Source: an optimization exercise on an open RTL-to-GDS flow (aim: small area, a short achievable clock period and few clock cycles per item). Production flows keep margins and buffers that such runs may drop.
In this exercise RTL edits were held to simulation tests only and were not proved equivalent to the original.

// trial_division_prime_factorizer_unit
module trial_division_prime_factorizer_unit #(
	parameter int MAX_DIVISOR = 1048576
) (
	input  logic                         clk,
	input  logic                         arst_n,
	input  logic                         s_tvalid,
	output logic                         s_tready,
	input  logic [tdpf_pkg::NUM_W-1:0]   s_tdata,   
	output logic                         m_tvalid,
	input  logic                         m_tready,
	output logic [tdpf_pkg::TDATA_W-1:0] m_tdata,   
	output logic [tdpf_pkg::STATUS_W-1:0] m_tuser,  
	output logic                         m_tlast,
	input  logic                         cfg_valid,
	output logic                         cfg_ready,
	input  logic [tdpf_pkg::CFG_W-1:0]   cfg_data   
);
For scale: roughly 5500 cells after synthesis, roughly 820 flip-flops, ~180 I/O pins, about 56000 sq um of cells after synthesis.
==> flow/config.mk <==
export PLATFORM = sky130hd
export DESIGN_NAME = trial_division_prime_factorizer_unit
export DESIGN_NICKNAME = trial_division_prime_factorizer_unit
export VERILOG_FILES = /design/flow/design.v
export SDC_FILE = /design/flow/constraint.sdc
export NUM_CORES = 4
export LEC_CHECK = 0
export CAP_MARGIN = 20
export CORE_MARGIN = 2
export CORE_UTILIZATION = 55
export SETUP_SLACK_MARGIN = 1.2
export SLEW_MARGIN = 20
==> flow/constraint.sdc <==
create_clock -name core_clock -period 6.0 [get_ports {clk}]
set_input_delay 1.2000 -clock core_clock [delete_from_list [all_inputs] [get_ports {clk}]]
set_output_delay 1.2000 -clock core_clock [all_outputs]
set_load 0.01 [all_outputs]
run.sh (not shown) runs the stock make flow with config.mk's settings and CLKGATE_MAP_FILE= SYNTH_SCRIPT=/design/flow/synth_recipe.tcl, a recipe that flattens the netlist after the stock synthesis.
The first run finished with timing, DRC and antenna clean.
Testbench counts at the start, summed over its fixed seeds: cycles 56,858, items 320.
Change:
--- a/flow/design.v
+++ b/flow/design.v
@@ -2571,17 +2571,17 @@
 	output logic                         m_tlast,
 	input  logic                         cfg_valid,
 	output logic                         cfg_ready,
 	input  logic [tdpf_pkg::CFG_W-1:0]   cfg_data   
 );
 	localparam int K  = 4;                    
 	localparam int W  = 20;                   
 	localparam int WN = 10;                   
-	localparam int M  = 5;                    
+	localparam int M  = 6;                    
 	localparam int NC = (64 + K - 1) / K;     
 	localparam int CW = $clog2(NC);
 	localparam int LI = (M > 1) ? $clog2(M) : 1;
 	typedef enum logic [3:0] {
 		S_IDLE, S_TWO, S_SEL, S_TEST, S_EVAL, S_WRITE, S_WB, S_OUT
 	} state_t;
 	state_t        state_q;
 	logic [20:0]   cfg_q;
@@ -2967,17 +2967,16 @@
 			S_TEST: begin
 				cyc_q  <= cyc_q + 1'b1;
 				left_q <= left_q - 8'(K);
 			end
 			S_WRITE: begin
 				cyc_q  <= cyc_q + 1'b1;
 				left_q <= left_q - 8'(K);
 				seen_q <= seen_n;
-				if (q != '0) l_q <= 7'(K * cyc_q) + 7'(bitlenk(q));
 				for (int j = 0; j < 64; j++) begin
 					if (cyc_q == CW'(j / K)) p_q[j] <= q[j % K];
 					else if (cyc_q < CW'(j / K) && (left_q[7] || left_q <= 8'(K))) p_q[j] <= 1'b0;
 				end
 			end
 			S_WB: begin
 				retest_q <= 1'b1;
 				same_q   <= 1'b1;
@@ -3045,16 +3044,17 @@
 				cin_q[i] <= 1'b0;
 			end
 		end
 		if (state_q == S_WRITE || state_q == S_WB) begin
 			sr_q  <= sr_st;
 			cr_q  <= cr_st;
 			cir_q <= cir_st;
 			qr_q  <= q;
+			if (qr_q != '0) l_q <= 7'(K * CW'(cyc_q - 1'b1)) + 7'(bitlenk(qr_q));
 		end else begin
 			sr_q  <= '0;
 			cr_q  <= '0;
 			cir_q <= 1'b0;
 			qr_q  <= '0;
 		end
 		if (fin_now) begin
 			extra_q <= fin_extra;
=> Design area grows by 5.7%; via count rises by 6.1%; area after synthesis is higher by 6.0%; clock-buffer cell count climbs by 7; first-iteration DRC count falls by 0.53%.
Testbench counts after the change, summed over its fixed seeds: cycles 52,381, items 320.

---

Another version of the RTL of trial_division_prime_factorizer_unit (not shown whole).
For scale: about 5,900 cells after synthesis, roughly 860 flip-flops, ~180 I/O pins, ~59,000 um^2 of cells after synthesis.
clock: 6.0 ns
lec_check: 0
cap_margin: 20
core_margin: 2
core_utilization: 55
setup_slack_margin: 1.2
slew_margin: 20
Testbench counts at the start, summed over its fixed seeds: cycles 52,381, items 320.
Next try:
--- a/flow/design.v
+++ b/flow/design.v
@@ -2570,19 +2570,19 @@
 	output logic [tdpf_pkg::STATUS_W-1:0] m_tuser,  
 	output logic                         m_tlast,
 	input  logic                         cfg_valid,
 	output logic                         cfg_ready,
 	input  logic [tdpf_pkg::CFG_W-1:0]   cfg_data   
 );
 	localparam int K  = 4;                    
 	localparam int W  = 20;                   
 	localparam int WN = 10;                   
-	localparam int M  = 6;                    
+	localparam int M  = 4;                    
 	localparam int NC = (64 + K - 1) / K;     
 	localparam int CW = $clog2(NC);
 	localparam int LI = (M > 1) ? $clog2(M) : 1;
 	typedef enum logic [3:0] {
 		S_IDLE, S_TWO, S_SEL, S_TEST, S_EVAL, S_WRITE, S_WB, S_OUT
 	} state_t;
 	state_t        state_q;
 	logic [20:0]   cfg_q;
 	logic [63:0]   p_q;         
After rerunning: The new run finished with timing, DRC and antenna clean. Hold slack degrades by 0.015 ns. Cell area decreases by roughly a tenth. Routed wire length drops by about a fifth. Sequential share of layout area rose by 1.2 points. Via count fell by roughly a tenth. Worst setup slack gains 0.052 ns. First-iteration DRC count goes down by about a fifth. Clock-buffer cell count falls by 13. Register-to-register slack gains 0.14 ns. Fmax goes up slightly. Final cell count drops by roughly a tenth.
Testbench counts after the change, summed over its fixed seeds: cycles 63,615, items 320.

## static timing again, ports no longer ideal
In the flow no input, the clock included, has a driving cell. The finished layouts below were timed again as built, in two steps.
Step 1: set_driving_cell puts a clkbuf_16 on clk and a buf_2 on each other input, an assumption about the parent block.
Step 2 also shifts input and output timing later by t, the mid clock arrival at the registers, as if the neighbouring blocks saw the same clock.
Three values: ideal, step 1, step 2; two values: the first two.
run	t (ns)	setup slack, ns	worst slew at a driven data input, ns
the first run of note 1	0.756	1.049 / 1.049 / 1.049	0.10
the second run of note 1	0.760	1.184 / 1.167 / 1.184	0.07
the first run of note 2	0.769	1.143 / 1.062 / 1.148	0.04
the second run of note 2	0.754	1.195 / 1.117 / 1.287	0.05
After both steps every run listed still meets setup and hold.
